This design comes from an exercise in tuning for a short achievable clock period and few clock cycles on the open sky130 flow, not from production work. Only the layout flow was run in this run; the RTL was not checked for function there. No activity file was given, so power comes from the tool's default toggle rates.

### flow/standard.sh
#!/bin/bash
# synth_recipe.tcl (not shown) runs the flow's synth.tcl, then flattens the netlist and writes it again
# the make line also repeats each setting of config.mk as NAME=value (left out here)
make -C /OpenROAD-flow-scripts/flow DESIGN_CONFIG=/design/flow/config.mk WORK_HOME=/design/flow/orfs CLKGATE_MAP_FILE= SYNTH_SCRIPT=/design/flow/synth_recipe.tcl "${@:-finish}"
### flow/config.mk
export PLATFORM = sky130hd
export DESIGN_NAME = rv_slice_top
export DESIGN_NICKNAME = rv_slice_top
export VERILOG_FILES = /design/flow/design.v
export SDC_FILE = /design/flow/constraint.sdc
export NUM_CORES = 4
export LEC_CHECK = 0
export ABC_CLOCK_PERIOD_IN_PS = 1500
export CAP_MARGIN = 20
export CORE_MARGIN = 2
export CORE_UTILIZATION = 36
export CTS_CLUSTER_DIAMETER = 100
export CTS_CLUSTER_SIZE = 16
export PLACE_DENSITY = 0.45
export SETUP_SLACK_MARGIN = 5
export SLEW_MARGIN = 20
### flow/constraint.sdc
create_clock -name core_clock -period 12.0 [get_ports {clk}]
set_input_delay 2.4000 -clock core_clock [delete_from_list [all_inputs] [get_ports {clk}]]
set_output_delay 2.4000 -clock core_clock [all_outputs]
set_load 0.01 [all_outputs]
### flow/design.v
package rv_pkg;
    localparam int XLEN      = 32;
    localparam int REG_COUNT = 32;
    localparam int REG_AW    = 5;
    localparam int APB_AW    = 12;
    localparam int ALU_OPW   = 4;
    typedef logic [XLEN-1:0]    word_t;
    typedef logic [REG_AW-1:0]  reg_addr_t;
    typedef logic [ALU_OPW-1:0] alu_op_t;
    typedef logic [APB_AW-1:0]  apb_addr_t;
    typedef enum logic [1:0] {
        IDLE,
        DECODE,
        EXECUTE,
        WRITEBACK
    } state_t;
    localparam logic [6:0] OPC_LUI    = 7'b0110111;
    localparam logic [6:0] OPC_AUIPC  = 7'b0010111;
    localparam logic [6:0] OPC_JAL    = 7'b1101111;
    localparam logic [6:0] OPC_JALR   = 7'b1100111;
    localparam logic [6:0] OPC_BRANCH = 7'b1100011;
    localparam logic [6:0] OPC_OP_IMM = 7'b0010011;
    localparam logic [6:0] OPC_OP     = 7'b0110011;
    localparam logic [2:0] F3_ADD_SUB = 3'b000;
    localparam logic [2:0] F3_SLL     = 3'b001;
    localparam logic [2:0] F3_SLT     = 3'b010;
    localparam logic [2:0] F3_SLTU    = 3'b011;
    localparam logic [2:0] F3_XOR     = 3'b100;
    localparam logic [2:0] F3_SRL_SRA = 3'b101;
    localparam logic [2:0] F3_OR      = 3'b110;
    localparam logic [2:0] F3_AND     = 3'b111;
    localparam logic [2:0] F3_BEQ  = 3'b000;
    localparam logic [2:0] F3_BNE  = 3'b001;
    localparam logic [2:0] F3_BLT  = 3'b100;
    localparam logic [2:0] F3_BGE  = 3'b101;
    localparam logic [2:0] F3_BLTU = 3'b110;
    localparam logic [2:0] F3_BGEU = 3'b111;
    localparam logic [6:0] F7_BASE = 7'b0000000;
    localparam logic [6:0] F7_ALT  = 7'b0100000;  
    localparam alu_op_t ALU_ADD    = 4'd0;
    localparam alu_op_t ALU_SUB    = 4'd1;
    localparam alu_op_t ALU_SLT    = 4'd2;
    localparam alu_op_t ALU_SLTU   = 4'd3;
    localparam alu_op_t ALU_AND    = 4'd4;
    localparam alu_op_t ALU_OR     = 4'd5;
    localparam alu_op_t ALU_XOR    = 4'd6;
    localparam alu_op_t ALU_SLL    = 4'd7;
    localparam alu_op_t ALU_SRL    = 4'd8;
    localparam alu_op_t ALU_SRA    = 4'd9;
    localparam alu_op_t ALU_PASS_B = 4'd10;  
    localparam apb_addr_t REG_BASE   = 12'h000;
    localparam apb_addr_t PC_ADDR    = 12'h080;
    localparam apb_addr_t INSTR_ADDR = 12'h084;
    localparam word_t RESET_PC = 32'h0000_0000;
endpackage
`timescale 1ns/1ps
module rv_slice_top (
    input  logic        clk,
    input  logic        rst_n,
    input  logic [11:0] paddr,
    input  logic        psel,
    input  logic        penable,
    input  logic        pwrite,
    input  logic [31:0] pwdata,
    output logic [31:0] prdata,
    output logic        pready,
    output logic        pslverr
);
    logic [31:0] regs [1:31];
    logic [31:0] pc;
    logic        pcu_v, pcu_take;
    logic [31:0] pcu_tgt, pcu_p4, pc_nx;
    assign pc_nx = pcu_v ? (pcu_take ? pcu_tgt : pcu_p4) : pc;
    logic [31:0] wb_d;
    logic [31:1] wb_we;
    logic [31:0] regs_nx [1:31];
    always_comb
        for (int i = 1; i < 32; i++) regs_nx[i] = wb_we[i] ? wb_d : regs[i];
    logic [31:0] ins;
    logic [31:0] rs1_v, rs2_v, rdp_v;
    logic [6:0]  opc;
    logic [2:0]  f3;
    logic [6:0]  f7;
    logic        d_lui, d_auipc, d_jal, d_jalr, d_br, d_opi, d_op, d_legal, d_alu;
    logic        is_instr, read_ok;
    assign ins = pwdata;
    assign opc = ins[6:0];
    assign f3  = ins[14:12];
    assign f7  = ins[31:25];
    logic [32*32-1:0] rf_flat;    
    logic [32*32-1:0] rf_flat_p;  
    always_comb begin
        rf_flat[31:0] = 32'd0;
        for (int i = 1; i < 32; i++) rf_flat[32*i +: 32] = regs_nx[i];
        rf_flat_p = rf_flat;
        rf_flat_p[31:0] = {32{paddr[7]}} & pc_nx;
    end
    assign rs1_v = rf_flat[32*ins[19:15] +: 32];
    logic             b_rs2;
    logic [4:0]       ra2;
    logic [32*32-1:0] rf_flat_2;
    assign b_rs2 = opc[5] & ~opc[2];
    assign ra2   = ins[24:20] & {5{b_rs2}};
    always_comb begin
        rf_flat_2 = rf_flat;
        rf_flat_2[31:0] = b_rs2 ? 32'd0 : {{20{ins[31]}}, ins[31:20]};
    end
    assign rs2_v = rf_flat_2[32*ra2 +: 32];
    assign rdp_v = rf_flat_p[32*paddr[6:2] +: 32];
    assign d_lui   = opc == 7'b0110111;
    assign d_auipc = opc == 7'b0010111;
    assign d_jal   = opc == 7'b1101111;
    assign d_jalr  = opc == 7'b1100111 && f3 == 3'b000;
    assign d_br    = opc == 7'b1100011 && f3[2:1] != 2'b01;
    assign d_opi   = opc == 7'b0010011 &&
                     (f3 == 3'b001 ? f7 == 7'h00 :
                      f3 == 3'b101 ? (f7 == 7'h00 || f7 == 7'h20) : 1'b1);
    assign d_op    = opc == 7'b0110011 &&
                     (f7 == 7'h00 || (f7 == 7'h20 && (f3 == 3'b000 || f3 == 3'b101)));
    logic f7_base, f7_zero, opc11;
    assign f7_base = ~f7[6] & ~|f7[4:0];
    assign f7_zero = f7_base & ~f7[5];
    assign opc11   = opc[1] & opc[0];
    assign d_legal = opc11 & (
          (~opc[6] &  opc[4] & ~opc[3] & opc[2])                           
        | ( opc[6] &  opc[5] & ~opc[4] & opc[3] & opc[2])                  
        | ( opc[6] &  opc[5] & ~opc[4] & ~opc[3] & opc[2] & ~|f3)          
        | ( opc[6] &  opc[5] & ~opc[4] & ~opc[3] & ~opc[2] & (f3[2] | ~f3[1]))    
        | (~opc[6] & ~opc[5] &  opc[4] & ~opc[3] & ~opc[2] &
           (f3[1] | ~f3[0] | (f3[2] ? f7_base : f7_zero)))                 
        | (~opc[6] &  opc[5] &  opc[4] & ~opc[3] & ~opc[2] &
           f7_base & (~f7[5] | (f3[1:0] == 2'b00 & ~f3[2]) | (f3 == 3'b101))));  
    assign is_instr = paddr == 12'h084;
    assign read_ok  = (paddr[11:7] == 5'd0 && paddr[1:0] == 2'b00) || paddr == 12'h080;
    logic c_alu, c_br;
    assign c_alu = opc[4] & ~opc[2];             
    assign c_br  = opc[6] & ~opc[2];             
    logic [31:0] op_a, op_b, imm;
    logic [31:1] wsel;
    logic        s_add, s_sub, s_sll, s_slt, s_sltu, s_xor, s_srl, s_sra, s_or, s_and;
    logic        s_lui, s_auipc, s_link, s_jalr;
    logic        t_jal, t_beq, t_bne, t_blt, t_bge, t_bltu, t_bgeu;
    logic        exec, xfer_q, legal_q;
    logic        err_q, rdy_q;
    logic [31:0] rdata_q;
    always_ff @(posedge clk) begin
        op_a  <= rs1_v;
        op_b  <= rs2_v;
        imm   <= opc[2] ? (opc[3] ? {{12{ins[31]}}, ins[19:12], ins[20], ins[30:21], 1'b0}
                                  : {ins[31:12], 12'b0})
                        : {{20{ins[31]}}, ins[7], ins[30:25], ins[11:8], 1'b0};
        for (int i = 1; i < 32; i++)
            wsel[i] <= ins[11:7] == i[4:0] && !c_br;
        s_add   <= c_alu & (f3 == 3'b000) & ~(opc[5] & ins[30]);
        s_sub   <= c_alu & (f3 == 3'b000) &  (opc[5] & ins[30]);
        s_sll   <= c_alu & (f3 == 3'b001);
        s_slt   <= c_alu & (f3 == 3'b010);
        s_sltu  <= c_alu & (f3 == 3'b011);
        s_xor   <= c_alu & (f3 == 3'b100);
        s_srl   <= c_alu & (f3 == 3'b101) & ~ins[30];
        s_sra   <= c_alu & (f3 == 3'b101) &  ins[30];
        s_or    <= c_alu & (f3 == 3'b110);
        s_and   <= c_alu & (f3 == 3'b111);
        s_lui   <= d_lui;
        s_auipc <= d_auipc;
        s_link  <= d_jal | d_jalr;
        s_jalr  <= d_jalr;
        t_jal   <= d_jal;
        t_beq   <= c_br & (f3 == 3'b000);
        t_bne   <= c_br & (f3 == 3'b001);
        t_blt   <= c_br & (f3 == 3'b100);
        t_bge   <= c_br & (f3 == 3'b101);
        t_bltu  <= c_br & (f3 == 3'b110);
        t_bgeu  <= c_br & (f3 == 3'b111);
        rdata_q <= rdp_v;
    end
    always_ff @(posedge clk or negedge rst_n) begin
        if (!rst_n) begin
            xfer_q  <= 1'b0;
            legal_q <= 1'b0;
            err_q <= 1'b0;
            rdy_q <= 1'b0;
        end else begin
            xfer_q  <= psel & ~penable & pwrite & is_instr;
            legal_q <= d_legal;
            err_q <= pwrite ? ~(is_instr & d_legal) : ~read_ok;
            rdy_q <= 1'b1;
        end
    end
    assign exec    = xfer_q & legal_q;
    assign prdata  = rdata_q;
    assign pslverr = err_q;
    assign pready  = rdy_q;
    logic [31:0] sum, diff, pc4, tgt, shl, shr, rd_data;
    logic        lt_s, lt_u, eq, taken;
    assign sum  = op_a + op_b;
    assign diff = op_a - op_b;
    assign lt_u = op_a < op_b;
    assign lt_s = $signed(op_a) < $signed(op_b);
    assign eq   = op_a == op_b;
    assign shl = op_a << op_b[4:0];
    assign shr = 32'($signed({s_sra & op_a[31], op_a}) >>> op_b[4:0]);
    assign pc4 = pc + 32'd4;
    assign tgt = pc + imm;
    assign rd_data = ({32{s_add}}   & sum)
                   | ({32{s_sub}}   & diff)
                   | ({32{s_sll}}   & shl)
                   | ({32{s_srl | s_sra}} & shr)
                   | ({32{s_xor}}   & (op_a ^ op_b))
                   | ({32{s_or}}    & (op_a | op_b))
                   | ({32{s_and}}   & (op_a & op_b))
                   | {31'd0, (s_slt & lt_s) | (s_sltu & lt_u)}
                   | ({32{s_lui}}   & imm)
                   | ({32{s_auipc}} & tgt)
                   | ({32{s_link}}  & pc4);
    assign taken = t_jal | (t_beq & eq) | (t_bne & ~eq) | (t_blt & lt_s) | (t_bge & ~lt_s)
                 | (t_bltu & lt_u) | (t_bgeu & ~lt_u);
    always_ff @(posedge clk or negedge rst_n) begin
        if (!rst_n) begin
            pc    <= 32'd0;
            pcu_v <= 1'b0;
            wb_we <= '0;
        end else begin
            pc    <= pc_nx;
            pcu_v <= exec;
            wb_we <= exec ? wsel : '0;
        end
    end
    always_ff @(posedge clk) begin
        wb_d     <= rd_data;
        pcu_take <= taken | s_jalr;
        pcu_tgt  <= s_jalr ? {sum[31:1], 1'b0} : tgt;
        pcu_p4   <= pc4;
    end
    always_ff @(posedge clk or negedge rst_n) begin
        if (!rst_n) begin
            for (int i = 1; i < 32; i++) regs[i] <= 32'd0;
        end else begin
            for (int i = 1; i < 32; i++)
                if (wb_we[i]) regs[i] <= wb_d;
        end
    end
endmodule
### flow/flow/margin.txt
8.6
### flow/flow/run.sh
#!/bin/bash
# Standard ORFS layout (the standard.sh, standard synthesis), with the
# timing repair steps asked to reach a larger setup margin than the flow
# settings allow, so that repair keeps sizing the design for speed.
set -euo pipefail
cd "$(dirname "$0")/.."
MARGIN=$(cat flow/margin.txt)
bash standard.sh SETUP_SLACK_MARGIN="$MARGIN" finish > flow_make.log 2>&1
==> impl_results.md <==
- IO Pins: 83
- CTS H-Tree Depth: 3
- Crit path launch type: primary input
- Clk buf depth: 3
- Mapped Nets: 8,175
- Worst hold margin: 0.4450 ns
- HP Class: reg -> reg
- # clock sinks: 1,336
- Critical Path Start: paddr[5]
- Total Wirelength: 458,900 um
- Final hold vios: 0
- DR DRC count: 0
- Crit path arrival time: 4.67 ns
- Final setup fails: 0
- All-Layer GR Usage: 0.3748
- Max Cap Viol: 0
- Hold path start: t_jal
- Placed Instances: 10,585
- # rows: 176
- Number of global-route vias before repair: 70,308
- FFs w/ async S/R, synth: 0.7934
- Synth area leaders: dfrtp_1 (32%), mux4_2 (15%), mux2i_1 (11%)
- Status: complete, no violations
- Post-DR vias/cell: 6.563
- Initial antenna violation count: 34
- Placement Cell Area: 86,620 um^2
- DRT Pass-1 Iters: 9
- GP Congestion: 0.9575
- Crit path setup slack, layout: 7.912 ns
- CTS Buf Count: 99
- R2R cell count: 6
- Largest net degree at the start of global routing: 153
- Most instantiated library cell after synthesis: dfrtp_1
- VDD IR max: 0.1117 mV
- Hold_buf cts: 0
- Pwr dens: 104.1 nW/um^2
- Cell area after layout: 103,900 um^2
- Die Ht: 483.8 um
- Slew HR: 0.1540
- Post-route ant nets: 0
- Synth Instances: 7,994
- Starting Density: 0.3612
- Sequential-to-total area share from yosys stat: 0.3867
- Max Clock Freq: 244.6 MHz
- #FFs+latches synth: 1,336
- Hold EP: pcu_take
- Yosys warnings: 3
- Cell Area, Synth: 82,880 um^2
- Period utilization: 0.3407
- Grt ovf: 0
- Endpoint class of the critical path: flop
- GR peak layer: met2
- Die width: 483.8 um
- DP Wirelength: 253,900 um
- Met2 Use GR: 0.5471
- Yosys top cell area share: 0.3200
- Routed wire length per instance: 40.40 um
- Core footprint: 229,500 um^2
- Worst Clk Skew: 0.04861 ns
- Hold Path Cell Cnt: 2
- Fillers: 21,478
- Min Clock Period, post-route: 4.088 ns
- Least-Margin Pin Slew: 1.269 ns
- Slew Limit Fails: 0
- Vias: 74,540
- Met3 Use GR: 0.1130
- TNS Setup: 0 ns
- Final total power: 10.82 mW
- Worst-path clk slew: 0.07 ns
- Pre-CTS setup slack: 5.042 ns
- Clk root buf: clkbuf_16
- Area grow syn2layout: 25.38%
- Clock latency at the later pin of the worst-skew pair: 0.81 ns
- CTS tree: yes
- GR Util met1: 0.4815
- Synth cell types: 91
- Final nets: 8,414
- Most common library cells after synthesis: dfrtp_1 (1,060), mux2i_1 (945), inv_1 (915)
- Syn Area/Cell: 10.37 um^2
- RSZ-0062 raised after global routing: yes
- Post-synth top flop: dfrtp_1
- I/O Buffers: 82
- Die area: 234,100 um^2
- Layout Utilization: 0.4529
- Fraction of layout cells with a size suffix above 1: 0.2900
- WS Path Type: in -> reg
- Reg2reg end: rdata_q[5]
- Leading area contributor after synthesis: dfrtp_1
- First-pass GRT wire length: 611,600 um
- First DRT Iteration DRCs: 10,972
- Non-Filler Instances: 11,358
- FF-to-FF setup slack: 8.00 ns
- Crit Path Max Fanout: 18
- Leakage power: 47.39 nW
- Worst path required time: 12.58 ns
- Number of flops mapped to enable cells by yosys: 0
- RR Startpoint: wb_we[27]
-- power breakdown --
group	total, mW	internal (mW)	switching (mW)
Sequential	4.68	4.55	0.128
Combinational	2.58	0.971	1.61
Clock	3.57	1.69	1.88
-- registers in the layout (all words and copies together), names as in the netlist, 31 cells and up --
register / flops
op_b: 32
imm: 31
rdata_q: 32
pc: 32
pcu_tgt: 32
wb_d: 32
wb_we: 31
pcu_p4: 32
regs: 992
op_a: 32
wsel: 31
-- worst max-delay path, stage by stage --
cell,delay (ns)
buf_4,0.41
inv_8,0.26
mux4_2,0.56
o211ai_1,0.95
-- per-layer routing --
layer  vias up  share of wire
met2      5374           0.42
met4        32          0.086
met1     38168           0.38
met5         -        0.00088
li1      29465              -
met3      1501           0.12
-- cells in the final DEF (no fill, tap or decap), types with 34 or more instances in the layout --
cell          n
a211oi_1     54
a211oi_2     75
a21oi_1     363
a21oi_2      58
a21oi_4      44
a221oi_1     88
a221oi_2     44
a222oi_1     37
a22oi_1      65
and3_1       42
buf_12      122
buf_16      136
buf_4       340
buf_6       105
bufbuf_16    55
clkbuf_1     58
clkbuf_16   124
dfrtp_1    1023
dfxtp_1     195
dfxtp_2      54
ha_1         90
inv_1       904
mux2_2      225
mux2i_1     942
mux4_2      565
nand2_1     452
nand2b_1     34
nand3_1      81
nor2_1      453
nor3_1       39
o211ai_1    139
o21ai_0     258
o21ai_1      67
o221ai_1     47
xnor2_1      72
-- logic make-up (layout without fill, tap and decap cells) --
family,Yosys count,in the layout,synth area share
other,1,19,0.00004525
AND/OR/NAND/NOR,1288,1299,0.06657
flip-flops,1336,1336,0.3867
multiplexers,1735,1735,0.2982
buffers and inverters,1661,1970,0.07747
adder cells (fa/ha/maj),132,132,0.02020
XOR/XNOR,106,106,0.01120
AO/OA/AOI/OAI,1735,1735,0.1396
-- how the worst max path moves through the flow --
stage / cells after the start / slack, ns / endpoint
after global routing: 15 / 8.04 / op_b[8]
after global placement: 12 / 5.12 / op_b[29]
after floorplan: 9 / 7.89 / op_b[3]
after detailed placement: 10 / 5.04 / op_b[25]
after CTS: 12 / 8.12 / op_b[16]
final: 4 / 7.91 / rdata_q[5]
-- cell type report --
| cell class | count | area, um^2 | area share |
|---|---|---|---|
| timing repair inverter | 1 | 8.758 | 0.00008428 |
| antenna | 18 | 45.04 | 0.0004335 |
| clock buffer | 164 | 2814 | 0.02708 |
| sequential | 1336 | 32330 | 0.3111 |
| tap | 3026 | 3786 | 0.03643 |
| inverter | 926 | 3649 | 0.03511 |
| multi-input combinational | 5008 | 47870 | 0.4606 |
| timing repair buffer | 861 | 13160 | 0.1267 |
| clock inverter | 18 | 259.0 | 0.002492 |
-- what timing repair did --
item | 4_1_cts | 5_1_grt
cloned | 147 | 21
setup buffers | 271 | 134
resized for setup | 1248 | 364
setup endpoints to repair | 676 | 296
pin swaps | 202 | 200

## re-timing with driven ports
The flow's constraints put no driver on any port. The routed layout listed below was extracted and timed again, unchanged, in two steps.
Step 1: set_driving_cell puts a clkbuf_16 on clk and a buf_2 on each other input, an assumption about the parent block.
Step 2 times the ports against the registers' clock, not the clock port: input delays grow and output delays shrink by t, the midpoint of the rising clock arrivals with the driver on.
Slacks: no drivers / after step 1 / after step 2; pairs: no drivers / after step 1.
t (ns): 0.888
setup WS [ns]: 7.912 / 7.727 / 6.839
hold slack, ns: 0.445 / 0.445 / 0.445
slew at the worst register clock pin (ns): 0.09 / 0.09
cell pins on the clock port's net: 1
After both steps setup and hold are still met in this run. The setup slack of this run moves by -0.185 ns with the drivers and by -1.073 ns with both steps.
